Context: an optimization exercise on an open-source flow, tuned for small area and a short achievable clock period. The choices shown serve that exercise and are no tape-out recipe. The RTL was checked by simulation tests, not by an equivalence proof against the original design. Power and IR drop assume default switching activity.

## flow/flow/run.sh

```bash
#!/bin/bash
# Own layout flow: the standard synthesis unchanged, then the standard ORFS
# steps with a few extra settings (port buffer cell, clock tree options).
set -euo pipefail
W=$PWD
bash standard.sh synth > synth_std.log 2>&1
source flow/params.sh
make -C "$FLOW_HOME" DESIGN_CONFIG="$FLOW_CONFIG" WORK_HOME="$W/orfs" CLKGATE_MAP_FILE= \
  SYNTH_SCRIPT="$W/synth_recipe.tcl" "${EXTRA[@]}" finish > layout.log 2>&1
R=$W/orfs/results/$FLOW_PLATFORM/rho_pi_inv_serial/base
: # left out here: write the final layout as DEF
```

## flow/flow/params.sh

```bash
EXTRA=(
  CORE_UTILIZATION=40
  SETUP_SLACK_MARGIN=3.8
  PLACE_DENSITY=0.45
  CELL_PAD_IN_SITES_DETAIL_PLACEMENT=1
  BUFFER_PORTS_ARGS="-buffer_cell sky130_fd_sc_hd__buf_2"
  CTS_ARGS="-sink_clustering_enable -repair_clock_nets -sink_clustering_size 30 -sink_clustering_max_diameter 100 -buf_list sky130_fd_sc_hd__clkbuf_16 -dont_use_dummy_load"
)
```

## flow/standard.sh

```bash
#!/bin/bash
# synth_recipe.tcl (not shown) runs the flow's synth.tcl, then flattens the netlist and writes it again
# the make line also repeats each setting of config.mk as NAME=value (left out here)
make -C /OpenROAD-flow-scripts/flow DESIGN_CONFIG=/design/flow/config.mk WORK_HOME=/design/flow/orfs CLKGATE_MAP_FILE= SYNTH_SCRIPT=/design/flow/synth_recipe.tcl "${@:-finish}"
```

## flow/config.mk

```make
export PLATFORM = sky130hd
export DESIGN_NAME = rho_pi_inv_serial
export DESIGN_NICKNAME = rho_pi_inv_serial
export VERILOG_FILES = /design/flow/design.v
export SDC_FILE = /design/flow/constraint.sdc
export NUM_CORES = 4
export LEC_CHECK = 0
export CAP_MARGIN = 20
export CORE_MARGIN = 2
export CORE_UTILIZATION = 40
export SETUP_SLACK_MARGIN = 0.3
export SLEW_MARGIN = 20
```

## flow/constraint.sdc

```tcl
create_clock -name core_clock -period 7.0 [get_ports {clk}]
set_input_delay 1.4000 -clock core_clock [delete_from_list [all_inputs] [get_ports {clk}]]
set_output_delay 1.4000 -clock core_clock [all_outputs]
set_load 0.01 [all_outputs]
```

## flow/design.v

```verilog
module rho_pi_inv_serial #(
    parameter bit BYPASS_RHO = 1'b0
) (
    input  logic        clk,
    input  logic        rst_n,
    input  logic        s_valid,
    output logic        s_ready,
    input  logic [63:0] s_data,
    output logic        m_valid,
    input  logic        m_ready,
    output logic [63:0] m_data,
    output logic        m_last,
    output logic        busy
);
    localparam int NA = 11;
    function automatic int rot_in(input int a);
        int k;
        case (a)
            0: k = 2;   1: k = 4;   2: k = 14;  3: k = 21;  4: k = 23;  5: k = 37;
            6: k = 43;  7: k = 44;  8: k = 48;  9: k = 60;  10: k = 61;
            default: k = 0;
        endcase
        rot_in = k;
    endfunction
    function automatic int rot_out(input int c);
        int k;
        case (c)
            0: k = 0;  1: k = 24;  2: k = 4;  3: k = 13;  4: k = 18;
            default: k = 0;
        endcase
        rot_out = k;
    endfunction
    function automatic int rot_idx(input int l);
        int a;
        case (l)
            1:  a = 7;  2:  a = 6;  3:  a = 3;  4:  a = 2;
            5:  a = 1;  6:  a = 9;  7:  a = 6;  8:  a = 3;  9:  a = 5;
            10: a = 10; 11: a = 0;  12: a = 3;  13: a = 1;  14: a = 2;
            15: a = 2;  16: a = 4;  17: a = 10; 18: a = 0;  19: a = 6;
            20: a = 7;  21: a = 5;  22: a = 3;  23: a = 4;  24: a = 8;
            default: a = 0;
        endcase
        rot_idx = a;
    endfunction
    function automatic logic [4:0] lane_chain(input logic [4:0] l);
        logic [4:0] c;
        if (l == 5'd0)      c = 5'b00000;
        else if (l < 5'd5)  c = 5'b00001;
        else if (l < 5'd10) c = 5'b00010;
        else if (l < 5'd15) c = 5'b00100;
        else if (l < 5'd20) c = 5'b01000;
        else                c = 5'b10000;
        lane_chain = c;
    endfunction
    function automatic logic [4:0] src_lane(input logic [4:0] m);
        logic [4:0] s;
        case (m)
            5'd0:  s = 5'd0;   5'd1:  s = 5'd10;  5'd2:  s = 5'd20;  5'd3:  s = 5'd5;
            5'd4:  s = 5'd15;  5'd5:  s = 5'd16;  5'd6:  s = 5'd1;   5'd7:  s = 5'd11;
            5'd8:  s = 5'd21;  5'd9:  s = 5'd6;   5'd10: s = 5'd7;   5'd11: s = 5'd17;
            5'd12: s = 5'd2;   5'd13: s = 5'd12;  5'd14: s = 5'd22;  5'd15: s = 5'd23;
            5'd16: s = 5'd8;   5'd17: s = 5'd18;  5'd18: s = 5'd3;   5'd19: s = 5'd13;
            5'd20: s = 5'd14;  5'd21: s = 5'd24;  5'd22: s = 5'd9;   5'd23: s = 5'd19;
            5'd24: s = 5'd4;
            default: s = 5'd0;
        endcase
        src_lane = s;
    endfunction
    function automatic logic [63:0] rotr(input logic [63:0] x, input int k);
        rotr = BYPASS_RHO ? x : ((x >> k) | (x << ((64 - k) % 64)));
    endfunction
    logic        drain;      
    logic        fill;       
    logic        busy_r;     
    logic        w0;         
    logic [4:0]  wr_cnt;
    logic [4:0]  rd_cnt;
    logic [4:0]  csel;
    logic        hs;
    logic [4:0]  cw;         
    logic [4:0]  cr;         
    logic [4:0]  shift;      
    logic [4:0][63:0] chain0;       
    logic [3:0][4:0][63:0] chain;   
    logic [63:0] head_d;
    logic [63:0] out_d;
    logic [63:0] out_r;
    logic [NA-1:0] asel;
    logic        a_drain;
    logic        a_busy;
    logic        a_w0;
    logic [4:0]  a_wr_cnt;
    logic [4:0]  a_rd_cnt;
    logic [4:0]  a_csel;
    assign s_ready = rst_n & fill;
    assign m_valid = rst_n & drain;
    assign busy    = rst_n & busy_r;
    assign m_data  = out_r;
    assign m_last  = rd_cnt[4] & rd_cnt[3];
    assign hs = drain ? m_ready : s_valid;
    assign cw = fill ? csel : 5'b00000;
    assign cr = drain ? csel : 5'b00000;
    assign shift = (cw & {5{s_valid}}) | (cr & {5{m_ready}});
    always_comb begin
        asel = '0;
        for (int l = 1; l < 25; l++) begin
            if (wr_cnt == 5'(l)) asel[rot_idx(l)] = 1'b1;
        end
        head_d = '0;
        for (int a = 0; a < NA; a++) begin
            head_d = head_d | ({64{asel[a]}} & rotr(s_data, rot_in(a)));
        end
    end
    always_ff @(posedge clk) begin
        if (shift[0]) begin
            chain0[0] <= head_d;
            for (int p = 1; p < 4; p++) chain0[p] <= chain0[p-1];
        end
    end
    for (genvar c = 1; c < 5; c++) begin : g_chain
        always_ff @(posedge clk) begin
            if (shift[c]) begin
                chain[c-1][0] <= head_d;
                for (int p = 1; p < 5; p++) chain[c-1][p] <= chain[c-1][p-1];
            end
        end
    end
    always_comb begin
        out_d = ({64{w0}} & s_data) | ({64{csel[0]}} & rotr(chain0[3], rot_out(0)));
        for (int c = 1; c < 5; c++) begin
            out_d = out_d | ({64{csel[c]}} & rotr(chain[c-1][4], rot_out(c)));
        end
    end
    always_ff @(posedge clk) begin
        if (w0 || (drain && m_ready)) out_r <= out_d;
    end
    always_comb begin
        a_drain  = drain;
        a_wr_cnt = wr_cnt;
        a_rd_cnt = rd_cnt;
        if (!drain) begin
            if (wr_cnt == 5'd24) begin
                a_wr_cnt = '0;
                a_drain  = 1'b1;
            end else begin
                a_wr_cnt = wr_cnt + 5'd1;
            end
        end else begin
            if (rd_cnt == 5'd24) begin
                a_rd_cnt = '0;
                a_drain  = 1'b0;
            end else begin
                a_rd_cnt = rd_cnt + 5'd1;
            end
        end
        a_busy = a_drain || (a_wr_cnt != 5'd0);
        a_w0   = !a_drain && (a_wr_cnt == 5'd0);
        a_csel = 5'b00000;
        for (int i = 0; i < 25; i++) begin
            if (!drain && wr_cnt == 5'(i))
                a_csel = (i == 24) ? lane_chain(src_lane(5'd1)) : lane_chain(5'(i + 1));
            if (drain && rd_cnt == 5'(i))
                a_csel = (i >= 23) ? 5'b00000 : lane_chain(src_lane(5'(i + 2)));
        end
    end
    always_ff @(posedge clk) begin
        if (!rst_n) begin
            drain  <= 1'b0;
            fill   <= 1'b1;
            busy_r <= 1'b0;
            w0     <= 1'b1;
            wr_cnt <= '0;
            rd_cnt <= '0;
            csel   <= 5'b00000;
        end else if (hs) begin
            drain  <= a_drain;
            fill   <= !a_drain;
            wr_cnt <= a_wr_cnt;
            rd_cnt <= a_rd_cnt;
            busy_r <= a_busy;
            w0     <= a_w0;
            csel   <= a_csel;
        end
    end
endmodule
```

==> results of run 1 <==
## through the flow
stage / utilization / std cells
2_1_floorplan: - / 2752
5_1_grt: 0.437 / 4682
4_1_cts: 0.435 / 4673
6_report: 0.437 / 4693
3_5_place_dp: 0.421 / 4601
3_3_place_gp: 0.421 / 4601
## state kept, by name, indices dropped and copies added, names as in the netlist
| name | count |
|---|---|
| chain0 | 256 |
| wr_cnt | 5 |
| csel | 5 |
| busy_r | 1 |
| chain | 1280 |
| out_r | 64 |
| w0 | 1 |
| drain | 1 |
| rd_cnt | 5 |
| fill | 1 |
## power groups by stage
stage | Combinational, mW | Sequential (mW) | Clock (mW)
3_5_place_dp | 0.730 | 11.0 | 0
3_3_place_gp | 0.721 | 11.0 | 0
4_1_cts | 0.750 | 10.8 | 4.70
2_1_floorplan | 0.270 | 11.0 | 0
6_report | 0.773 | 10.8 | 4.56
5_1_grt | 0.789 | 10.8 | 4.97
## per-layer routing
layer / wire [microns] / global-route usage / vias to the layer above
met2: 75800 / 0.354 / 1496
met5: 56 / 0 / -
met4: 6130 / 0.0735 / 8
met3: 16100 / 0.0612 / 353
met1: 73100 / 0.340 / 15000
li1: - / - / 11400
## area by class of cell
class,instances,share of cell area
multi-input combinational,923,0.115
inverter,10,0.000637
sequential,1619,0.795
antenna,12,0.000493
clock buffer,67,0.0275
tap,1876,0.0385
timing repair buffer,186,0.0227
## what timing repair did
item | in CTS | in global routing
endpoints found under the hold margin | 0 | 0
setup buffers | 4 | 6
gates cloned | 1 | 1
setup endpoints to repair | 423 | 256
pin swaps | 2 | 7
gates resized for setup | 41 | 18
## logic make-up (layout without fill, tap and decap cells)
group	count (synthesis)	after routing
other	0	12
XOR/XNOR	1	1
buffers and inverters	210	263
AO/OA/AOI/OAI	530	530
multiplexers	2	2
AND/OR/NAND/NOR	380	380
adder cells (fa/ha/maj)	10	10
flip-flops	1619	1619
## worst max-delay path by stage
stage            endpoint  slack, ns      start  cells past startpoint
2_1_floorplan    chain[0]       0.08    m_ready                      4
5_1_grt        chain[970]       3.79  wr_cnt[0]                      9
3_3_place_gp   chain[699]       3.11  wr_cnt[3]                      7
4_1_cts        chain0[53]       3.80  wr_cnt[0]                      9
3_5_place_dp    chain[34]       2.94  wr_cnt[0]                      8
6_report          s_ready       3.81      rst_n                      3
## cells in the final DEF (no fill, tap or decap), types with 5 or more instances in the layout
cell type,n
a211oi_1,5
a21oi_1,11
a221oi_1,21
a221oi_2,43
a222oi_1,128
a22oi_1,261
a31oi_1,7
and2_1,6
and3_1,6
buf_12,14
buf_2,131
buf_4,27
buf_6,9
clkbuf_16,68
dfxtp_1,8
dfxtp_2,6
dfxtp_4,5
diode_2,12
edfxtp_1,1600
ha_1,10
inv_1,8
nand2_1,153
nand2b_1,5
nand3_1,111
nand3_2,18
nand3_4,7
nor2_1,12
nor2b_1,11
nor2b_4,6
nor3_1,8
o21a_1,6
o21ai_0,8
o22ai_1,5
==> metrics.csv, run 1 <==
metric;value;unit
status;no timing/DRC/antenna violations;
worst_pin_slew;1.27;ns
n_fill_cell;12800;
period_needed;3.19;ns
internal_power;12.6;mW
setup_viol;0;
r2r-end;chain[970];
avgViaCountPerCell;6.02;
rows;137;
power.total;16.1;mW
cts-root-buf;clkbuf_16;
p_per_area;264;mW/mm^2
drt_pre_antenna_iters;13;
slew_viol_final;0;
crit_family;buffers and inverters;
grt_pass1_wl;235000;microns
synth_top_area_cell;edfxtp_1;
postCtsHoldBufs;0;
design_area;0.0609;sq mm
cp-start-kind;input pin;
cp-end-kind;output port;
wl_per_cell;36.5;microns
crit_chain;buf_16 > and2_4 > buf_6;
cp.buffers_inverters;2;
rr_startpoint;wr_cnt[0];
finalCritPeriodShare;0.455;
worstHoldEndpoint;chain[601];
synth_warnings;1;
avgSynthCellArea;20.4;sq um
cts_buffer_depth;3;
yosysMostFrequentCell;edfxtp_1;
seq_area;0.0485;sq mm
yosys-top-cells-count;edfxtp_1, a22oi_1, nand2_1;
swShare;0.217;
synth.top_cell.area_share;0.857;
p_clk_frac;0.283;
min_from;chain[537];
synth_top_family_by_area;compound AO/OA/AOI/OAI gates;
ctsHtreeMaxLevel;3;
peakVddDrop;0.191;mV
p_comb_frac;0.048;
fp.dieW;378;microns
muxShareOfSynthArea;0.000357;
pre_cts_slack;2.94;ns
numCtsBuffers;67;
holdPathStages;0;
die_area;0.143;sq mm
finalWeightedCongestion;0.864;
critical_path_class;in -> out;
grt_antenna_before_repair;19;
cp_slowest_stage_delay;0.15;ns
vias;28300;
reg2reg_depth;9;
hold_ws;0.390;ns
ys_seq_elements;1619;
worstSkewPairLatency;0.72;ns
drive_above_1_share;0.134;
hpwl;102000;microns
synth_area_leaders;edfxtp_1, a22oi_1, a222oi_1, nand3_1, a221oi_2;
path_clk_slew;0.11;ns
cp.arrival;1.79;ns
synth_compound_area_frac;0.0832;
track_usage;0.237;
ioPinCount;136;
globalRouteOverflowTotal;0;
yosysUniqueCellTypes;73;
final_nets;2885;
reg2reg_slack;3.90;ns
synth_edf_count;1600;
ys_seq_area_frac;0.864;
tritoncts;built;
synthArstFlopShare;0;
first_iter_violations;5182;
placed_cell_area;0.0587;sq mm
fmax;0.314;GHz
synth_cells;2752;
core_area;0.139;sq mm
crit_fanout;4;
relSlewSlack;0.154;
ys.flop_type;edfxtp_1;
synth_xor_area_frac;0.000156;
worst_slack;3.81;ns
multi_input_area;0.00699;sq mm
synthAdderAreaFrac;0.00223;
grt_max_degree;174;
initial_core_util;0.402;
seq_power_share;0.669;
power.switching;3.48;mW
io_buffers;135;
rsz0062_at_grt;false;
netlist_area;0.0561;sq mm
syn_to_final_growth;8.66;%
leakage;18.9;nW
synthSimpleGateAreaFrac;0.0331;
grt_pass1_vias;27800;
fin_skew;0.0898;ns
die_h;378;microns
required;5.60;ns
antenna_left;0;
clock_sink_count;1619;
hold_viol_final;0;
crit_slowest_cell;and2_4;
drcViolationCount;0;
hp-class;reg -> reg;
syn_nets;2830;
setup_tns;0;ns
wirelength;171000;microns
maxCapViolCount;0;
==> run 2, diff against run 1 <==
--- a/flow/flow/params.sh
+++ b/flow/flow/params.sh
@@ -1,6 +1,6 @@
 EXTRA=(
   CORE_UTILIZATION=40
-  SETUP_SLACK_MARGIN=3.8
+  SETUP_SLACK_MARGIN=3.7
   PLACE_DENSITY=0.45
   CELL_PAD_IN_SITES_DETAIL_PLACEMENT=1
   BUFFER_PORTS_ARGS="-buffer_cell sky130_fd_sc_hd__buf_2"
==> run 2 against run 1 <==
Compared with the run above:
- combinational power down 2%
- clock power about the same
- non-clock buffer count down 5
- critical path depth unchanged
- first-iteration DRC count down 2.0%
- area after synthesis unchanged
- register-to-register slack worse by 0.12 ns
- critical path type unchanged
- largest cell class unchanged
- largest power group unchanged
==> metrics.csv, run 2 <==
metric;value;unit;change
internal_power;12.6;mW;about the same
p_clk_frac;0.283;;about the same
period_needed;3.27;ns;+0.0788 ns
peakVddDrop;0.191;mV;+0.11%
fmax;0.306;GHz;-2.4%
muxShareOfSynthArea;0.000357;;unchanged
power.switching;3.47;mW;-0.36%
worst_pin_slew;1.27;ns;-0.000424 ns
synthAdderAreaFrac;0.00223;;unchanged
path_clk_slew;0.11;ns;about the same
setup_tns;0;ns;unchanged
ys_seq_elements;1619;;unchanged
yosysUniqueCellTypes;73;;unchanged
finalCritPeriodShare;0.467;;+0.0113
largest_reg_flops;1280;;unchanged
wl_met1;72900;microns;-0.20%
seq_power_share;0.670;;about the same
avgViaCountPerCell;6.02;;-0.13%
hpwl;102000;microns;unchanged
cp-start-kind;input pin;;
final_nets;2880;;-0.17%
vias;28200;;-0.32%
cts_buffer_depth;3;;unchanged
finalWeightedCongestion;0.864;;unchanged
antenna_left;0;;unchanged
core_area;0.139;sq mm;unchanged
drive_above_1_share;0.130;;-0.00440
initial_core_util;0.402;;unchanged
cp.buffers_inverters;2;;unchanged
relSlewSlack;0.155;;+0.000282
synth.top_cell.area_share;0.857;;unchanged
dr.max_layer_used;met5;;
yosysMostFrequentCell;edfxtp_1;;
setup_viol;0;;unchanged
cp_slowest_stage_delay;0.17;ns;+0.02 ns
grt_antenna_before_repair;18;;-1
io_buffers;135;;unchanged
critical_path_class;in -> out;;
yosys-top-cells-count;edfxtp_1, a22oi_1, nand2_1;;
crit_family;buffers and inverters;;
cp.arrival;1.87;ns;+0.08 ns
drcViolationCount;0;;unchanged
hp-class;reg -> reg;;
slew_viol_final;0;;unchanged
pre_cts_slack;2.94;ns;unchanged
grt_pass1_vias;27800;;+0.058%
ys_seq_area_frac;0.864;;unchanged
syn_to_final_growth;8.33;%;
required;5.60;ns;about the same
final_cell_mix;edfxtp_1, a22oi_1, nand2_1, buf_2, a222oi_1;;
p_per_area;265;mW/mm^2;+0.14%
numCtsBuffers;67;;unchanged
wirelength;170000;microns;-0.60%
synth_xor_area_frac;0.000156;;unchanged
synth_top_area_cell;edfxtp_1;;
die_area;0.143;sq mm;unchanged
synth_cells;2752;;unchanged
wl_per_cell;36.3;microns;-0.41%
swShare;0.216;;-0.000457
fp.dieW;378;microns;unchanged
drt_pre_antenna_iters;12;;-1
synth_compound_area_frac;0.0832;;unchanged
maxCapViolCount;0;;unchanged
track_usage;0.236;;-0.000573
synthArstFlopShare;0;;unchanged
ctsHtreeMaxLevel;3;;unchanged
biggestRegsByFlops;chain x1280, chain0 x256, out_r x64;;
top_register;chain;;
avgSynthCellArea;20.4;sq um;unchanged
worst_slack;3.73;ns;-0.0788 ns
netlist_area;0.0561;sq mm;unchanged
crit_chain;buf_8 > and2_4 > buf_2;;
cp-end-kind;output port;;
synthSimpleGateAreaFrac;0.0331;;unchanged
wl_met2;75500;microns;-0.49%
hold_viol_final;0;;unchanged
synth_edf_count;1600;;unchanged
clock_sink_count;1619;;unchanged
crit_fanout;22;;+18
p_comb_frac;0.047;;about the same
rows;137;;unchanged
grt_pass1_wl;234000;microns;-0.17%
tritoncts;built;;
wl_met3;15600;microns;-3.3%
rsz0062_at_grt;false;;
fin_skew;0.0911;ns;+0.00128 ns
globalRouteOverflowTotal;0;;unchanged
die_h;378;microns;unchanged
synth_area_leaders;edfxtp_1, a22oi_1, a222oi_1, nand3_1, a221oi_2;;
synth_top_family_by_area;compound AO/OA/AOI/OAI gates;;
syn_nets;2830;;unchanged
crit_slowest_cell;and2_4;;
grt_max_degree;174;;unchanged
ioPinCount;136;;unchanged
synth_warnings;1;;unchanged
ys.flop_type;edfxtp_1;;
cts-root-buf;clkbuf_16;;
first_iter_violations;5078;;-2.0%
final_common_cell;edfxtp_1;;
status;no timing/DRC/antenna violations;;
worstSkewPairLatency;0.72;ns;about the same
leakage;18.8;nW;-0.50%
run 2: cell counts after synthesis:
No cell type changed its count.
run 2: final timing paths:
| kind | depth (start not counted) | to | slack, ns | startpoint |
|---|---|---|---|---|
| max | 3 | busy | 3.73 | rst_n |
| min | 0 | chain[468] | 0.39 | chain[404] |
| max reg2reg | 9 | chain[372] | 3.78 | wr_cnt[0] |
| min reg2reg | 0 | chain[468] | 0.39 | chain[404] |
run 2: metal layers:
| layer | vias to the layer above | GRT usage |
|---|---|---|
| met2 | 1446 | 0.350 |
| met3 | 369 | 0.0626 |
| met1 | 15000 | 0.340 |
| li1 | 11400 | - |
| met4 | 10 | 0.0760 |
| met5 | - | 0 |
run 2: power by group through the flow:
stage / clock network, mW / logic [mW] / registers [mW]
after floorplan: 0 / 0.270 / 11.0
after global placement: 0 / 0.721 / 11.0
after detailed placement: 0 / 0.730 / 11.0
after CTS: 4.70 / 0.738 / 10.8
after global routing: 4.97 / 0.772 / 10.8
final: 4.55 / 0.756 / 10.8
run 2: metrics by stage:
step | instances | power (mW) | instance area (sq um) | utilization | hold WS [ns]
floorplan | 2752 | 11.3 | 56100 | - | 0.400
global placement | 4601 | 11.7 | 58700 | 0.421 | 0.400
detailed placement | 4601 | 11.7 | 58700 | 0.421 | 0.405
CTS | 4671 | 16.2 | 60500 | 0.434 | 0.395
global route | 4676 | 16.5 | 60700 | 0.436 | 0.393
finish | 4684 | 16.1 | 60700 | 0.436 | 0.387
run 2: final cells by class:
cell class,instances,area [sq um]
fillers,12800,78600
clock buffers,67,1680
well taps,1876,2350
flip-flops and latches,1619,48500
multi-input cells,923,6940
inverters,10,38.8
repair buffers,181,1250
diodes,8,20.0
run 2: timing repair:
action,4_1_cts,5_1_grt
gates resized for setup,23,18
pin swaps,0,3
setup buffers,3,3
setup endpoints to repair,319,122
hold buffers,0,0
run 2: worst register-to-register path, stage by stage (launching register included):
cell	delay [ns]
dfxtp_1	0.45
inv_1	0.12
ha_1	0.41
nand2b_4	0.19
nor2_4	0.05
buf_4	0.35
a222oi_1	0.48
nand2_1	0.11
a221oi_2	0.18
nand3_1	0.48
run 2: cells by family (layout without fill, tap and decap cells):
kind of cell,count (synthesis),in the layout
DFF,1619,1619
AOI/OAI and AO/OA,530,530
and+or+nand+nor,380,380
buffers and inverters,210,258
adders and majority gates,10,10
muxes,2,2
xor gates and xnor gates,1,1
other,0,8
==> run 3, diff against run 2 <==
--- a/flow/flow/params.sh
+++ b/flow/flow/params.sh
@@ -1,6 +1,6 @@
 EXTRA=(
   CORE_UTILIZATION=40
-  SETUP_SLACK_MARGIN=3.7
+  SETUP_SLACK_MARGIN=3.9
   PLACE_DENSITY=0.45
   CELL_PAD_IN_SITES_DETAIL_PLACEMENT=1
   BUFFER_PORTS_ARGS="-buffer_cell sky130_fd_sc_hd__buf_2"
==> run 3 against run 2 <==
Compared with the run above:
- non-clock buffer count rose by 4
- critical endpoint is now s_ready
- core utilization rose by 0.14 points
- critical path depth did not move
- routed wire length rose by 0.62%
- sequential cell count did not move
- largest cell class unchanged
- register-to-register slack improved by 0.20 ns
- hold slack improved by 0.0017 ns
- via count rose by 0.44%
- clock power barely moved
- area after synthesis did not move
- still clean on timing, DRC and antenna
- synthesized cell count did not move
- power rose by 0.16%
- highest routed layer unchanged
==> metrics.csv, run 3 <==
metric;value;unit;change
core_area;0.139;sq mm;unchanged
yosysUniqueCellTypes;73;;unchanged
p_clk_frac;0.283;;about the same
cts_buffer_depth;3;;unchanged
maxCapViolCount;0;;unchanged
grt_pass1_vias;27700;;-0.20%
cp-start-kind;input pin;;
fin_skew;0.0848;ns;-0.00631 ns
drive_above_1_share;0.134;;+0.00440
hp-class;reg -> reg;;
power.switching;3.49;mW;+0.42%
synth_top_area_cell;edfxtp_1;;
numCtsBuffers;67;;unchanged
ys.flop_type;edfxtp_1;;
pre_cts_slack;2.94;ns;unchanged
ys_seq_area_frac;0.864;;unchanged
rsz0062_at_grt;true;;
first_iter_violations;5286;;+4.1%
rows;137;;unchanged
swShare;0.217;;+0.000563
leakage;18.9;nW;+0.51%
final_cell_count_no_fill;4689;;+0.11%
slew_viol_final;0;;unchanged
cp-end-kind;output port;;
yosys-top-cells-count;edfxtp_1, a22oi_1, nand2_1;;
grt_busiest_layer;met2;;
synth_compound_area_frac;0.0832;;unchanged
final_common_cell;edfxtp_1;;
muxShareOfSynthArea;0.000357;;unchanged
power.total;16.1;mW;+0.16%
synthArstFlopShare;0;;unchanged
holdPathStages;0;;unchanged
final_cell_mix;edfxtp_1, a22oi_1, nand2_1, buf_2, a222oi_1;;
peakVddDrop;0.190;mV;-0.34%
synth_warnings;1;;unchanged
hold_viol_final;0;;unchanged
gr-usage-met2;0.354;;+0.00346
hpwl;102000;microns;unchanged
synth_top_family_by_area;compound AO/OA/AOI/OAI gates;;
drt_pre_antenna_iters;12;;unchanged
clock_sink_count;1619;;unchanged
internal_power;12.6;mW;about the same
ys_seq_elements;1619;;unchanged
netlist_area;0.0561;sq mm;unchanged
wl_per_cell;36.5;microns;+0.51%
grt_use_met1;0.343;;+0.00266
die_h;378;microns;unchanged
drcViolationCount;0;;unchanged
final_util;0.437;;+0.00138
avgSynthCellArea;20.4;sq um;unchanged
seq_area;0.0485;sq mm;unchanged
r2r-end;chain0[12];;
period_needed;3.19;ns;-0.0773 ns
yosysMostFrequentCell;edfxtp_1;;
synth_area_leaders;edfxtp_1, a22oi_1, a222oi_1, nand3_1, a221oi_2;;
required;5.60;ns;about the same
grt_pass1_wl;235000;microns;+0.19%
relSlewSlack;0.198;;+0.0430
grt_max_degree;174;;unchanged
crit_start;rst_n;;
seq_power_share;0.669;;about the same
syn_nets;2830;;unchanged
avgViaCountPerCell;6.04;;+0.34%
grt_util_met3;0.0588;;-0.00382
cts-root-buf;clkbuf_16;;
synth_xor_area_frac;0.000156;;unchanged
cp.arrival;1.79;ns;-0.08 ns
worstHoldEndpoint;chain[468];;
reg2reg_depth;7;;-2
setup_viol;0;;unchanged
finalCritPeriodShare;0.456;;-0.0110
die_area;0.143;sq mm;unchanged
hold_ws;0.389;ns;+0.00167 ns
grt_antenna_before_repair;17;;-1
worst_slack;3.81;ns;+0.0773 ns
worstSkewPairLatency;0.72;ns;about the same
path_clk_slew;0.12;ns;about the same
worst_pin_slew;1.20;ns;-0.0645 ns
synthAdderAreaFrac;0.00223;;unchanged
reg2reg_slack;3.98;ns;+0.20 ns
synthSimpleGateAreaFrac;0.0331;;unchanged
top_register;chain;;
placed_cell_area;0.0587;sq mm;unchanged
status;no timing/DRC/antenna violations;;
synth_cells;2752;;unchanged
track_usage;0.237;;+0.000633
biggestRegsByFlops;chain x1280, chain0 x256, out_r x64;;
setup_tns;0;ns;unchanged
antenna_left;0;;unchanged
final_nets;2885;;+0.17%
syn_to_final_growth;8.68;%;
synth.top_cell.area_share;0.857;;unchanged
tritoncts;built;;
largest_reg_flops;1280;;unchanged
initial_core_util;0.402;;unchanged
finalWeightedCongestion;0.864;;unchanged
ctsHtreeMaxLevel;3;;unchanged
p_per_area;264;mW/mm^2;-0.15%
vias;28300;;+0.44%
globalRouteOverflowTotal;0;;unchanged
design_area;0.0609;sq mm;+0.32%
n_fill_cell;12800;;-0.070%
dp_cells;4601;;unchanged
p_comb_frac;0.048;;about the same
fp.dieW;378;microns;unchanged
rr_startpoint;wr_cnt[0];;
wirelength;171000;microns;+0.62%
fmax;0.314;GHz;+2.4%
crit_fanout;4;;-82%
min_from;chain[404];;
ioPinCount;136;;unchanged
synth_edf_count;1600;;unchanged
critical_path_class;in -> out;;
io_buffers;135;;unchanged
multi_input_area;0.00699;sq mm;+0.68%
run 3: changes by cell type in the layout (fill, tap and decap cells not counted), moves of 2 or more:
cell	previous run	this run
buf_4	28	22
nand3_1	116	111
and2_4	2	4
and2_1	8	6
buf_2	134	131
nand3_2	14	18
buf_6	3	12
run 3: how the worst max path moves through the flow:
stage | endpoint | slack, ns | cells after the start
after floorplan | chain[0] | 0.08 | 4
after global placement | chain[699] | 3.11 | 7
after detailed placement | chain[34] | 2.94 | 8
after CTS | s_ready | 3.81 | 3
after global routing | m_valid | 3.81 | 3
final | s_ready | 3.81 | 3
run 3: logic make-up after synthesis:
| logic type | Yosys count |
|---|---|
| AO/OA/AOI/OAI | 530 |
| XOR/XNOR | 1 |
| adder cells (fa/ha/maj) | 10 |
| flip-flops | 1619 |
| multiplexers | 2 |
| buffers and inverters | 210 |
| AND/OR/NAND/NOR | 380 |
run 3: per-layer routing:
layer  part of all wire  vias up
met3              0.090      342
met1               0.43    15000
met5            0.00030        -
met4              0.033        6
met2               0.45     1565
li1                   -    11400
run 3: what timing repair did:
item,4_1_cts,5_1_grt
setup buffers,4,5
resized for setup,47,18
gates cloned,1,2
hold buffers,0,0
endpoints found under the setup margin,941,309
pin swaps,5,7
run 3: power by group through the flow:
stage	combinational [mW]	clock (mW)	sequential, mW
2_1_floorplan	0.270	0	11.0
3_3_place_gp	0.721	0	11.0
3_5_place_dp	0.730	0	11.0
4_1_cts	0.751	4.70	10.8
5_1_grt	0.788	4.97	10.8
6_report	0.771	4.56	10.8
run 3: layout make-up:
type                            instances  area share
Timing Repair Buffer                  185      0.0229
Antenna cell                            8    0.000329
Inverter                               10    0.000637
Clock buffer                           67      0.0275
Multi-Input combinational cell        924       0.115
Tap cell                             1876      0.0385
Sequential cell                      1619       0.795
run 3: critical path, cell delays in order:
cell	delay (ns)
buf_16	0.12
and2_4	0.15
buf_6	0.11
==> run 4, diff against run 3 <==
--- a/flow/flow/params.sh
+++ b/flow/flow/params.sh
@@ -1,6 +1,6 @@
 EXTRA=(
   CORE_UTILIZATION=40
-  SETUP_SLACK_MARGIN=3.9
+  SETUP_SLACK_MARGIN=4.0
   PLACE_DENSITY=0.45
   CELL_PAD_IN_SITES_DETAIL_PLACEMENT=1
   BUFFER_PORTS_ARGS="-buffer_cell sky130_fd_sc_hd__buf_2"
==> run 4 against run 3 <==
Compared with the run above:
- core utilization rose by 0.15 points
- via count rose by 0.30%
- highest routed layer unchanged
- count of clock-buffer cells in the layout did not move
- register-to-register slack improved by 0.11 ns
- setup slack improved by 0.0011 ns
- hold slack got worse by 0.0062 ns
- synthesized cell count did not move
- clock skew rose by 0.010 ns
- power barely moved
- cell area rose by 0.34%
- sequential share of layout area fell by 0.26 points
==> metrics.csv, run 4 <==
metric;value;unit;change
hp-class;reg -> reg;;
r2r-end;chain[340];;
ys_seq_area_frac;0.864;;unchanged
grt_max_degree;174;;unchanged
internal_power;12.6;mW;about the same
synth_warnings;1;;unchanged
required;5.60;ns;about the same
core_area;0.139;sq mm;unchanged
crit_slowest_cell;and2_4;;
top_register;chain;;
peakVddDrop;0.190;mV;about the same
p_per_area;263;mW/mm^2;-0.33%
relSlewSlack;0.182;;-0.0160
ioPinCount;136;;unchanged
worst_pin_slew;1.23;ns;+0.0241 ns
globalRouteOverflowTotal;0;;unchanged
tritoncts;built;;
fp.dieW;378;microns;unchanged
syn_nets;2830;;unchanged
synth_top_area_cell;edfxtp_1;;
grt_antenna_before_repair;18;;+1
final_nets;2895;;+0.35%
netlist_area;0.0561;sq mm;unchanged
avgSynthCellArea;20.4;sq um;unchanged
swShare;0.216;;-0.000224
grt_pass1_vias;27800;;+0.17%
setup_viol;0;;unchanged
hold_viol_final;0;;unchanged
cts-root-buf;clkbuf_16;;
die_h;378;microns;unchanged
worstHoldEndpoint;chain[468];;
drive_above_1_share;0.139;;+0.00450
hpwl;102000;microns;unchanged
p_comb_frac;0.049;;about the same
synthArstFlopShare;0;;unchanged
clock_sink_count;1619;;unchanged
first_iter_violations;5299;;+0.25%
final_cell_mix;edfxtp_1, a22oi_1, nand2_1, buf_2, a222oi_1;;
final_cell_count_no_fill;4705;;+0.34%
critical_path_class;in -> out;;
status;no timing/DRC/antenna violations;;
crit_chain;buf_16 > and2_4 > buf_6;;
synth_area_leaders;edfxtp_1, a22oi_1, a222oi_1, nand3_1, a221oi_2;;
wl_per_cell;36.6;microns;+0.23%
rsz0062_at_grt;true;;
maxCapViolCount;0;;unchanged
syn_to_final_growth;9.05;%;
period_needed;3.19;ns;-0.00109 ns
reg2reg_depth;7;;unchanged
antenna_left;0;;unchanged
cp-end-kind;output port;;
synth_edf_count;1600;;unchanged
crit_fanout;4;;unchanged
vias;28400;;+0.30%
finalCritPeriodShare;0.455;;about the same
die_area;0.143;sq mm;unchanged
leakage;19.0;nW;+0.49%
cts_buffer_depth;3;;unchanged
min_from;chain[404];;
holdPathStages;0;;unchanged
worstSkewPairLatency;0.72;ns;about the same
finalWeightedCongestion;0.864;;unchanged
ys_seq_elements;1619;;unchanged
setup_tns;0;ns;unchanged
ctsHtreeMaxLevel;3;;unchanged
drt_pre_antenna_iters;14;;+2
rr_startpoint;wr_cnt[2];;
biggestRegsByFlops;chain x1280, chain0 x256, out_r x64;;
yosysMostFrequentCell;edfxtp_1;;
power.switching;3.48;mW;about the same
drcViolationCount;0;;unchanged
cp.arrival;1.79;ns;about the same
postCtsHoldBufs;0;;unchanged
numCtsBuffers;67;;unchanged
synth_cells;2752;;unchanged
p_clk_frac;0.283;;about the same
fin_skew;0.0951;ns;+0.0103 ns
path_clk_slew;0.12;ns;about the same
wirelength;172000;microns;+0.57%
yosys-top-cells-count;edfxtp_1, a22oi_1, nand2_1;;
ys.flop_type;edfxtp_1;;
yosysUniqueCellTypes;73;;unchanged
final_common_cell;edfxtp_1;;
slew_viol_final;0;;unchanged
initial_core_util;0.402;;unchanged
io_buffers;135;;unchanged
rows;137;;unchanged
cp_slowest_stage_delay;0.15;ns;about the same
fmax;0.314;GHz;about the same
reg2reg_slack;4.09;ns;+0.11 ns
synth.top_cell.area_share;0.857;;unchanged
dp_cells;4601;;unchanged
cp-start-kind;input pin;;
largest_reg_flops;1280;;unchanged
seq_power_share;0.668;;about the same
track_usage;0.238;;+0.000954
avgViaCountPerCell;6.03;;about the same
grt_pass1_wl;236000;microns;+0.33%
## run 4: worst max-delay path by stage
stage,from,depth (start not counted),slack (ns),to
2_1_floorplan,m_ready,4,0.08,chain[0]
3_3_place_gp,wr_cnt[3],7,3.11,chain[699]
3_5_place_dp,wr_cnt[0],8,2.94,chain[34]
4_1_cts,rst_n,3,3.81,s_ready
5_1_grt,rst_n,3,3.81,m_valid
6_report,rst_n,3,3.81,s_ready
## run 4: cell type report
class | count | area [sq um]
diodes | 14 | 35.0
flip-flops and latches | 1619 | 48500
multi-input cells | 924 | 7010
fillers | 12800 | 78200
inverters | 10 | 40.0
repair buffers | 195 | 1560
well taps | 1876 | 2350
clock buffers | 67 | 1680
## run 4: worst max-delay path, delay by kind of cell
| family | cells | cell delay (ns) |
|---|---|---|
| AND/OR/NAND/NOR | 1 | 0.15 |
| buffers and inverters | 2 | 0.23 |
## run 4: layer usage
layer / vias to the layer above / share of wire / track usage
li1: 11400 / - / -
met1: 15100 / 0.43 / 0.341
met2: 1542 / 0.44 / 0.356
met3: 371 / 0.094 / 0.0647
met4: 8 / 0.036 / 0.0716
met5: - / 0.00032 / 0
## run 4: stage by stage
stage          setup WS [ns]  utilization  total power [mW]  hold WS, ns  instance area [sq um]
2_1_floorplan         0.0778            -              11.3        0.400                  56100
3_3_place_gp            3.11        0.421              11.7        0.400                  58700
3_5_place_dp            2.94        0.421              11.7        0.405                  58700
4_1_cts                 3.81        0.437              16.2        0.395                  60900
5_1_grt                 3.81        0.438              16.5        0.393                  61100
6_report                3.81        0.439              16.1        0.383                  61100
## run 4: logic make-up (layout without fill, tap and decap cells)
family / after synthesis / count (layout) / share of synthesized area
other: 0 / 14 / 0
AOI/OAI and AO/OA: 530 / 530 / 0.0832
DFF: 1619 / 1619 / 0.864
and+or+nand+nor: 380 / 381 / 0.0331
adders and majority gates: 10 / 10 / 0.00223
muxes: 2 / 2 / 0.000357
buffers and inverters: 210 / 272 / 0.0170
xor gates and xnor gates: 1 / 1 / 0.000156
## run 4: power groups by stage
stage	Sequential, mW	Combinational [mW]	Clock [mW]
floorplan	11.0	0.270	0
global placement	11.0	0.721	0
finish	10.8	0.782	4.55
global route	10.8	0.799	4.97
CTS	10.8	0.766	4.70
detailed placement	11.0	0.730	0
## run 4: repair_timing
| item | 4_1_cts | 5_1_grt |
|---|---|---|
| gates cloned | 1 | 4 |
| buffers inserted | 10 | 7 |
| setup endpoints to repair | 1039 | 525 |
| resized for setup | 70 | 10 |
| pin swaps | 6 | 8 |
==> run 5, diff against run 4 <==
--- a/flow/design.v
+++ b/flow/design.v
@@ -75,10 +75,9 @@
     logic        w0;         
     logic [4:0]  wr_cnt;
     logic [4:0]  rd_cnt;
-    logic [4:0]  csel;
+    logic [4:0]  cw;
+    logic [4:0]  cr;
     logic        hs;
-    logic [4:0]  cw;         
-    logic [4:0]  cr;         
     logic [4:0]  shift;      
     logic [4:0][63:0] chain0;       
     logic [3:0][4:0][63:0] chain;   
@@ -98,8 +97,6 @@
     assign m_data  = out_r;
     assign m_last  = rd_cnt[4] & rd_cnt[3];
     assign hs = drain ? m_ready : s_valid;
-    assign cw = fill ? csel : 5'b00000;
-    assign cr = drain ? csel : 5'b00000;
     assign shift = (cw & {5{s_valid}}) | (cr & {5{m_ready}});
     always_comb begin
         asel = '0;
@@ -126,9 +123,9 @@
         end
     end
     always_comb begin
-        out_d = ({64{w0}} & s_data) | ({64{csel[0]}} & rotr(chain0[3], rot_out(0)));
+        out_d = ({64{w0}} & s_data) | ({64{cr[0]}} & rotr(chain0[3], rot_out(0)));
         for (int c = 1; c < 5; c++) begin
-            out_d = out_d | ({64{csel[c]}} & rotr(chain[c-1][4], rot_out(c)));
+            out_d = out_d | ({64{cr[c]}} & rotr(chain[c-1][4], rot_out(c)));
         end
     end
     always_ff @(posedge clk) begin
@@ -171,7 +168,8 @@
             w0     <= 1'b1;
             wr_cnt <= '0;
             rd_cnt <= '0;
-            csel   <= 5'b00000;
+            cw     <= 5'b00000;
+            cr     <= 5'b00000;
         end else if (hs) begin
             drain  <= a_drain;
             fill   <= !a_drain;
@@ -179,7 +177,8 @@
             rd_cnt <= a_rd_cnt;
             busy_r <= a_busy;
             w0     <= a_w0;
-            csel   <= a_csel;
+            cw     <= a_drain ? 5'b00000 : a_csel;
+            cr     <= a_drain ? a_csel : 5'b00000;
         end
     end
 endmodule
--- a/flow/flow/params.sh
+++ b/flow/flow/params.sh
@@ -1,6 +1,6 @@
 EXTRA=(
   CORE_UTILIZATION=40
-  SETUP_SLACK_MARGIN=4.0
+  SETUP_SLACK_MARGIN=3.8
   PLACE_DENSITY=0.45
   CELL_PAD_IN_SITES_DETAIL_PLACEMENT=1
   BUFFER_PORTS_ARGS="-buffer_cell sky130_fd_sc_hd__buf_2"
==> run 5 against run 4 <==
Compared with the run above:
- sequential cell count up 5
- register-to-register slack worse by 0.27 ns
- cell area up 1.0%
- critical path depth unchanged
- setup slack better by 0.0026 ns
- maximum frequency about the same
- combinational power up 4.5%
- sequential power about the same
- area after synthesis down 0.19%
- via count up 0.37%
- count of clock-buffer cells in the layout unchanged
- critical path type unchanged
==> metrics.csv, run 5 <==
metric;value;unit;change
crit_family;buffers and inverters;;
power.total;16.1;mW;about the same
final_common_cell;edfxtp_1;;
core_area;0.139;sq mm;-0.12%
grt_pass1_wl;230000;microns;-2.6%
wl_per_cell;34.8;microns;-5.0%
rows;137;;unchanged
synth.top_cell.area_share;0.859;;+0.00161
maxCapViolCount;0;;unchanged
relSlewSlack;0.313;;+0.132
yosysUniqueCellTypes;71;;-2.7%
hp-class;reg -> reg;;
cts_buffer_depth;3;;unchanged
wirelength;166000;microns;-3.8%
hold_viol_final;0;;unchanged
crit_chain;buf_12 > and2_4 > buf_6;;
die_area;0.143;sq mm;-0.19%
clock_sink_count;1624;;+0.31%
final_nets;2943;;+1.7%
biggestRegsByFlops;chain x1280, chain0 x256, out_r x64;;
postCtsHoldBufs;0;;unchanged
syn_nets;2873;;+1.5%
tritoncts;built;;
synth_top_area_cell;edfxtp_1;;
design_area;0.0617;sq mm;+1.0%
final_util;0.444;;+0.00498
cts-root-buf;clkbuf_16;;
netlist_area;0.0560;sq mm;-0.19%
final_cell_mix;edfxtp_1, a22oi_1, nand2_1, buf_2, a222oi_1;;
rsz0062_at_grt;true;;
setup_tns;0;ns;unchanged
peakVddDrop;0.180;mV;-5.7%
drcViolationCount;0;;unchanged
required;5.60;ns;about the same
top_register;chain;;
drt_pre_antenna_iters;13;;-1
finalWeightedCongestion;0.894;;+3.5%
avgViaCountPerCell;5.98;;-0.90%
synth_warnings;1;;unchanged
status;no timing/DRC/antenna violations;;
first_iter_violations;5087;;-4.0%
crit_slowest_cell;and2_4;;
fin_skew;0.0929;ns;-0.00224 ns
synth_cells;2795;;+1.6%
hold_ws;0.352;ns;-0.0314 ns
grt_antenna_before_repair;31;;+13
track_usage;0.230;;-0.00757
syn_to_final_growth;10.4;%;
globalRouteOverflowTotal;0;;unchanged
path_clk_slew;0.11;ns;about the same
ys_seq_area_frac;0.867;;+0.00341
finalCritPeriodShare;0.455;;about the same
synth_edf_count;1600;;unchanged
cp_slowest_stage_delay;0.15;ns;about the same
fmax;0.314;GHz;about the same
dp_cells;4632;;+0.67%
numCtsBuffers;67;;unchanged
p_per_area;261;mW/mm^2;-1.0%
cp.buffers_inverters;2;;unchanged
drive_above_1_share;0.135;;-0.00337
worst_slack;3.81;ns;+0.00260 ns
worst_pin_slew;1.03;ns;-0.197 ns
largest_reg_flops;1280;;unchanged
synth_area_leaders;edfxtp_1, a22oi_1, a222oi_1, nand3_1, clkbuf_1;;
vias;28500;;+0.37%
final_cell_count_no_fill;4765;;+1.3%
grt_max_degree;165;;-5.2%
cp.arrival;1.79;ns;about the same
avgSynthCellArea;20.0;sq um;-1.7%
period_needed;3.19;ns;-0.00260 ns
ctsHtreeMaxLevel;3;;unchanged
worstSkewPairLatency;0.69;ns;-0.03 ns
placed_cell_area;0.0586;sq mm;-0.11%
yosys-top-cells-count;edfxtp_1, a22oi_1, clkbuf_1;;
yosysMostFrequentCell;edfxtp_1;;
setup_viol;0;;unchanged
ys.flop_type;edfxtp_1;;
critical_path_class;in -> out;;
synthArstFlopShare;0;;unchanged
die_h;378;microns;about the same
cp-start-kind;input pin;;
leakage;19.3;nW;+2.1%
cp-end-kind;output port;;
hpwl;97000;microns;-4.8%
crit_fanout;12;;+8
initial_core_util;0.402;;about the same
n_fill_cell;12800;;+0.31%
ioPinCount;136;;unchanged
ys_seq_elements;1624;;+0.31%
slew_viol_final;0;;unchanged
fp.dieW;378;microns;about the same
pre_cts_slack;3.03;ns;+0.0906 ns
antenna_left;0;;unchanged
grt_pass1_vias;28000;;+0.90%
io_buffers;135;;unchanged
run 5: kinds of logic after synthesis:
kind of cell	count (synthesis)	share of synthesized area
compound gates	536	0.0786
xor+xnor	1	0.000157
fa+ha+maj	10	0.00224
buf+inv	220	0.0161
flops	1624	0.867
mux	6	0.00127
simple gates	398	0.0344
run 5: power breakdown:
part | leakage, nW | internal, mW | switching [mW]
clock network | 0.826 | 1.74 | 2.78
logic | 3.74 | 0.198 | 0.620
registers | 14.8 | 10.7 | 0.0455
run 5: path summary, 6_finish.rpt:
| path | startpoint | end | slack [ns] | cells after the start |
|---|---|---|---|---|
| worst max-delay path | rst_n | s_ready | 3.81 | 3 |
| worst min-delay path | chain0[18] | chain0[82] | 0.35 | 0 |
| worst max register to register | wr_cnt[0] | chain0[45] | 3.82 | 9 |
| worst min register to register | chain0[18] | chain0[82] | 0.35 | 0 |
run 5: layer usage:
metal / track usage / vias to the layer above / routed length, microns
met1: 0.327 / 15100 / 70400
met2: 0.348 / 1399 / 74000
met3: 0.0595 / 399 / 14600
met4: 0.0734 / 8 / 6490
li1: - / 11600 / -
met5: 0 / - / 32
run 5: worst register-to-register path, stage by stage, from the launching register on:
cell,delay (ns)
dfxtp_1,0.45
inv_1,0.12
ha_1,0.35
and4_2,0.30
buf_4,0.34
a222oi_1,0.67
nand2_1,0.12
a221oi_1,0.32
nand3_2,0.15
buf_12,0.17
run 5: area by class of cell:
cell class              count  area (sq um)  share of cell area
flip-flops and latches   1624         48600               0.786
multi-input cells         951          7300               0.118
well taps                1876          2350              0.0380
repair buffers            209          1760              0.0286
clock buffers              67          1680              0.0272
diodes                     26          65.1             0.00105
inverters                  12          46.3            0.000750
run 5: timing repair:
item | in CTS | in global routing
setup buffers | 10 | 27
setup endpoints to repair | 270 | 266
pin swaps | 9 | 37
resized for setup | 80 | 47
==> run 6, diff against run 5 <==
==> flow/flow/params.sh (replaced) <==
EXTRA=(
  CORE_UTILIZATION=40
  SETUP_SLACK_MARGIN=3.8
  PLACE_DENSITY=0.45
  CELL_PAD_IN_SITES_DETAIL_PLACEMENT=1
  BUFFER_PORTS_ARGS="-buffer_cell sky130_fd_sc_hd__buf_1"
  CTS_ARGS="-sink_clustering_enable -repair_clock_nets -sink_clustering_size 30 -sink_clustering_max_diameter 100 -buf_list sky130_fd_sc_hd__clkbuf_16 -dont_use_dummy_load"
)
==> run 6 against run 5 <==
Compared with the run above:
- still clean on timing, DRC and antenna
- register-to-register slack improved by 0.05 ns
- sequential cell count did not move
- final cell count increased by 0.71%
- first-iteration DRC count fell by 9.0%
- routed wire length up 3.1%
- critical path type unchanged
==> metrics.csv, run 6 <==
metric;value;unit;change
reg2reg_depth;9;;unchanged
syn_nets;2873;;unchanged
worst_slack;3.82;ns;+0.00438 ns
r2r-end;chain[324];;
synth_top_area_cell;edfxtp_1;;
cts_buffer_depth;3;;unchanged
power.total;16.1;mW;-0.23%
clock_sink_count;1624;;unchanged
initial_core_util;0.402;;unchanged
setup_viol;0;;unchanged
yosysUniqueCellTypes;71;;unchanged
syn_to_final_growth;10.2;%;
path_depth;3;;unchanged
synth_area_leaders;edfxtp_1, a22oi_1, a222oi_1, nand3_1, clkbuf_1;;
worst_pin_slew;1.35;ns;+0.317 ns
multi_input_area;0.00718;sq mm;-1.6%
maxCapViolCount;0;;unchanged
drcViolationCount;0;;unchanged
hold_viol_final;0;;unchanged
drt_pre_antenna_iters;17;;+4
grt_pass1_vias;28700;;+2.4%
leakage;19.1;nW;-1.2%
slew_viol_final;0;;unchanged
ys.flop_type;edfxtp_1;;
min_from;chain[73];;
crit_fanout;12;;unchanged
rows;137;;unchanged
ys_seq_elements;1624;;unchanged
antenna_left;0;;unchanged
worstSkewPairLatency;0.72;ns;+0.03 ns
yosys-top-cells-count;edfxtp_1, a22oi_1, clkbuf_1;;
required;5.60;ns;about the same
drive_above_1_share;0.103;;-0.0324
synth_warnings;1;;unchanged
status;no timing/DRC/antenna violations;;
path_clk_slew;0.11;ns;about the same
hpwl;99800;microns;+2.9%
largest_reg_flops;1280;;unchanged
finalCritPeriodShare;0.455;;-0.000626
postCtsHoldBufs;0;;unchanged
ioPinCount;136;;unchanged
fmax;0.314;GHz;+0.14%
cp_slowest_stage_delay;0.15;ns;about the same
grt_antenna_before_repair;31;;unchanged
worstHoldEndpoint;chain[137];;
relSlewSlack;0.102;;-0.211
synthArstFlopShare;0;;unchanged
setup_tns;0;ns;unchanged
cp.buffers_inverters;2;;unchanged
crit_start;rst_n;;
vias;28700;;+0.82%
final_cell_mix;edfxtp_1, a22oi_1, nand2_1, a222oi_1, buf_1;;
rr_startpoint;wr_cnt[1];;
grt_max_degree;154;;-6.7%
crit_family;buffers and inverters;;
period_needed;3.18;ns;-0.00438 ns
synth_cells;2795;;unchanged
globalRouteOverflowTotal;0;;unchanged
fin_skew;0.100;ns;+0.00733 ns
yosysMostFrequentCell;edfxtp_1;;
critical_path_class;in -> out;;
io_buffers;135;;unchanged
cp-end-kind;output port;;
top_register;chain;;
cp.arrival;1.78;ns;about the same
die_h;378;microns;unchanged
biggestRegsByFlops;chain x1280, chain0 x256, out_r x64;;
seq_area;0.0486;sq mm;about the same
track_usage;0.237;;+0.00634
ys_seq_area_frac;0.867;;unchanged
first_iter_violations;4627;;-9.0%
reg2reg_slack;3.87;ns;+0.05 ns
holdPathStages;0;;unchanged
final_common_cell;edfxtp_1;;
synth.top_cell.area_share;0.859;;unchanged
peakVddDrop;0.168;mV;-6.5%
numCtsBuffers;66;;-1.5%
finalWeightedCongestion;0.901;;+0.69%
avgSynthCellArea;20.0;sq um;unchanged
netlist_area;0.0560;sq mm;unchanged
tritoncts;built;;
crit_chain;buf_12 > and2_4 > buf_6;;
final_nets;2988;;+1.5%
cts-root-buf;clkbuf_16;;
fp.dieW;378;microns;unchanged
avgViaCountPerCell;5.99;;+0.10%
wl_per_cell;35.6;microns;+2.4%
synth_edf_count;1600;;unchanged
wirelength;171000;microns;+3.1%
core_area;0.139;sq mm;unchanged
die_area;0.143;sq mm;unchanged
ctsHtreeMaxLevel;3;;unchanged
cp-start-kind;input pin;;
n_fill_cell;12900;;+0.46%
p_per_area;260;mW/mm^2;about the same
crit_slowest_cell;and2_4;;
hp-class;reg -> reg;;
pre_cts_slack;2.97;ns;-0.0595 ns
rsz0062_at_grt;true;;
grt_pass1_wl;234000;microns;+2.1%
-- run 6: cell counts after synthesis --
No cell type changed its count.
-- run 6: final cells by class --
class | instances | area share
clock buffers | 66 | 0.0268
multi-input cells | 954 | 0.116
repair buffers | 252 | 0.0296
flip-flops and latches | 1624 | 0.788
diodes | 15 | 0.000609
inverters | 12 | 0.000812
well taps | 1876 | 0.0381
-- run 6: what timing repair did --
action	CTS	global route
setup buffers	13	17
resized for setup	88	36
endpoints found under the setup margin	315	520
gates cloned	2	1
pin swaps	18	21
-- run 6: cell families after synthesis --
group	after synthesis	synth area share
fa+ha+maj	10	0.00224
buf+inv	220	0.0161
xor+xnor	1	0.000157
flops	1624	0.867
compound gates	536	0.0786
simple gates	398	0.0344
mux	6	0.00127
-- run 6: per-layer routing --
metal / wire, microns / GRT usage / vias to the layer above
li1: - / - / 11700
met1: 72500 / 0.330 / 15300
met2: 76800 / 0.359 / 1363
met3: 14700 / 0.0619 / 351
met4: 6530 / 0.0868 / 14
met5: 285 / 0.00137 / -
-- run 6: metrics by stage --
stage | utilization | instances | hold WS, ns | area, sq um
3_3_place_gp | 0.423 | 4683 | 0.400 | 58800
5_1_grt | 0.443 | 4786 | 0.358 | 61600
4_1_cts | 0.439 | 4765 | 0.363 | 61200
3_5_place_dp | 0.423 | 4684 | 0.405 | 58900
2_1_floorplan | - | 2795 | 0.400 | 56000
6_report | 0.443 | 4799 | 0.348 | 61600
-- run 6: worst max-delay path by stage --
stage / endpoint
floorplan: chain[0]
global placement: chain[25]
detailed placement: out_r[61]
CTS: chain[2]
global route: chain[1004]
finish: s_ready
-- run 6: worst register-to-register path: cells and delay by family, from the launching register on --
family,cells,cell delay (ns)
AOI/OAI and AO/OA,2,0.73
adders and majority gates,1,0.37
buffers and inverters,3,0.69
DFF,1,0.42
and+or+nand+nor,3,0.67
-- run 6: power by group --
part	switching, mW	internal (mW)
combinational	0.623	0.178
sequential	0.0452	10.7
clock	2.78	1.71

## re-timing with driven ports
No port has a modelled driver above. Below, the same layouts with a new extraction and two added sets of constraints.
Step 1: set_driving_cell puts a clkbuf_16 on clk and a buf_2 on each other input, an assumption about the parent block.
Step 2, shift: input delay + t, output delay - t, t = (earliest + latest rising clock arrival at the registers) / 2. This alone moves slack from input paths to output paths.
a / b / c = ideal ports / drivers / drivers and shift; a / b = the first two.
run | t (ns) | setup slack, ns | hold WS [ns] | slew at the worst register clock pin (ns)
run 1 | 0.754 | 3.812 / 3.662 / 3.130 | 0.390 / 0.390 / 0.390 | 0.12 / 0.12
run 2 | 0.750 | 3.733 / 3.651 / 3.111 | 0.387 / 0.387 / 0.387 | 0.12 / 0.12
run 3 | 0.757 | 3.810 / 3.669 / 3.172 | 0.389 / 0.389 / 0.389 | 0.12 / 0.12
run 4 | 0.754 | 3.812 / 3.669 / 3.304 | 0.383 / 0.383 / 0.383 | 0.12 / 0.12
run 5 | 0.730 | 3.814 / 3.768 / 3.306 | 0.352 / 0.352 / 0.352 | 0.12 / 0.12
run 6 | 0.744 | 3.818 / 3.771 / 3.320 | 0.348 / 0.348 / 0.348 | 0.12 / 0.12
After both steps every run listed still meets setup and hold. The setup slack of run 1, which loses most, moves by -0.150 ns with the drivers and by -0.682 ns with both steps.
